This design comes from an exercise in tuning for a short achievable clock period and few clock cycles on the open sky130 flow, not from production work. The RTL was checked by simulation tests, not by an equivalence proof against the original design. The flow treats the clock pin as an ideal source, which a real chip does not have. Power figures rest on the tool's default switching activity, not on a simulated workload.

## bilateral_filter
module bilateral_filter (
    input  logic        clk,
    input  logic        rst,
    input  logic        in_valid_i,
    input  logic [7:0]  in_data_i,
    output logic [7:0]  in_addr_o,
    output logic        out_valid_o,
    output logic [7:0]  out_addr_o,
    output logic [7:0]  out_data_o,
    output logic        finish_o
);
For scale: roughly 3,600 cells after synthesis, roughly 37 I/O pins, roughly 0.038 mm^2 of cells after synthesis.
clock: 8.5 ns
lec_check: 0
abc_clock_period_in_ps: 2500
cap_margin: 20
core_margin: 2
core_utilization: 50
cts_cluster_diameter: 100
cts_cluster_size: 30
place_density: 0.6
setup_slack_margin: 5
slew_margin: 20
run.sh (not shown) runs the stock make flow with config.mk's settings and CLKGATE_MAP_FILE= SYNTH_SCRIPT=/design/flow/synth_recipe.tcl, a recipe that flattens the netlist after the stock synthesis.
The first run produced a clean layout.
Testbench counts at the start, summed over its fixed seeds: cycles 6,312.
Change:
Settings changed: CORE_UTILIZATION 50 to 40, CTS_CLUSTER_DIAMETER 100 to not set, CTS_CLUSTER_SIZE 30 to not set.
Outcome:
- The changed run finished with timing, DRC and antenna clean
- wire length shrinks by 6.0%
- first-iteration DRC count fell by 14%
- area after synthesis is unchanged
- power grows by 12%
- die area went up by 25%
- via count drops by 2.8%
- non-clock buffer count went down by 36
- clock power went up by 61%
- clock skew decreases by 3.8 ps

* * *

bilateral_filter, a different RTL version from the one above (not shown whole).
Size: roughly 3700 cells after synthesis, roughly 910 flip-flops, ~37 I/O pins, about 0.041 mm^2 of cells after synthesis.
==> flow/config.mk <==
export PLATFORM = sky130hd
export DESIGN_NAME = bilateral_filter
export DESIGN_NICKNAME = bilateral_filter
export VERILOG_FILES = /design/flow/design.v
export SDC_FILE = /design/flow/constraint.sdc
export NUM_CORES = 4
export LEC_CHECK = 0
export CAP_MARGIN = 20
export CORE_MARGIN = 2
export CORE_UTILIZATION = 62
export CTS_CLUSTER_DIAMETER = 100
export CTS_CLUSTER_SIZE = 30
export PLACE_DENSITY = 0.7
export SLEW_MARGIN = 20
==> flow/constraint.sdc <==
create_clock -name core_clock -period 8.5 [get_ports {clk}]
set_input_delay 1.7000 -clock core_clock [delete_from_list [all_inputs] [get_ports {clk}]]
set_output_delay 1.7000 -clock core_clock [all_outputs]
set_load 0.01 [all_outputs]
standard.sh (not shown) runs the stock make flow with config.mk's settings and CLKGATE_MAP_FILE= SYNTH_SCRIPT=/design/flow/synth_recipe.tcl, a recipe that flattens the netlist after the stock synthesis.
==> flow/flow/run.sh <==
#!/bin/bash
set -euo pipefail
KNOBS=(SETUP_SLACK_MARGIN=6.0 ABC_CLOCK_PERIOD_IN_PS=2000)
bash standard.sh "${KNOBS[@]}" cts > standard_to_cts.log 2>&1
RESULTS="$PWD/orfs/results/$FLOW_PLATFORM/bilateral_filter/base" \
  openroad -no_init -exit flow/clock_root.tcl > clock_root.log 2>&1
bash standard.sh "${KNOBS[@]}" finish > standard_finish.log 2>&1
==> flow/flow/clock_root.tcl <==
set results $::env(RESULTS)
read_db $results/4_cts.odb
set blk [ord::get_db_block]
set root [$blk findInst clkbuf_0_clk]
if {$root == "NULL"} { puts "no root buffer clkbuf_0_clk"; exit 1 }
set in_net [[$root findITerm A] getNet]
set out_net [[$root findITerm X] getNet]
set loads {}
foreach it [$out_net getITerms] {
  if {[$it getInst] != $root} { lappend loads $it }
}
if {[llength $loads] > 4 || [llength [$in_net getITerms]] != 1} {
  puts "root buffer drives [llength $loads] pins; left as it is"
  exit 0
}
foreach it $loads {
  puts "moving [[$it getInst] getName]/[[$it getMTerm] getName] to [$in_net getName]"
  $it disconnect
  $it connect $in_net
}
odb::dbInst_destroy $root
odb::dbNet_destroy $out_net
write_db $results/4_cts.odb
puts "root buffer removed"
Testbench counts at the start, summed over its fixed seeds: cycles 6,384.
Change:
Settings changed: CORE_UTILIZATION 62 to 50, PLACE_DENSITY 0.7 to 0.6.
=> Core utilization drops by 13 points. Register-to-register slack gains 0.02 ns. Wire length climbs by a few percent. Fmax hardly moves. Worst setup slack loses 0.0067 ns.

what the ideal ports hide:
The flow's constraints put no driver on any port. The routed layouts listed below were extracted and timed again, unchanged, in two steps. Step 1 sets driving cells, clkbuf_16 on the clock port and buf_2 on the other inputs (assumed; they add their load-dependent delay and slew). Step 2, shift: input delay + t, output delay - t, t = (earliest + latest rising clock arrival at the registers) / 2. This alone moves slack from input paths to output paths. a / b / c = no drivers / after step 1 / after step 2; a / b = the first two.
| run | t (ns) | setup slack, ns | latest minus earliest clock arrival (ns) | worst data-port slew with drivers (ns) |
|---|---|---|---|---|
| the first run of note 1 | 0.651 | 4.753 / 4.767 / 4.115 | 0.038 / 0.039 | 0.06 |
| the second run of note 1 | 0.710 | 4.683 / 4.683 / 4.220 | 0.042 / 0.041 | 0.08 |
| the first run of note 2 | 0.530 | 5.942 / 5.821 / 5.620 | 0.033 / 0.033 | 0.04 |
| the second run of note 2 | 0.540 | 5.936 / 5.810 / 5.754 | 0.033 / 0.033 | 0.03 |
After both steps every run listed still meets setup and hold. The setup slack of the first run of note 1, which loses most, moves by +0.014 ns with the drivers and by -0.638 ns with both steps.
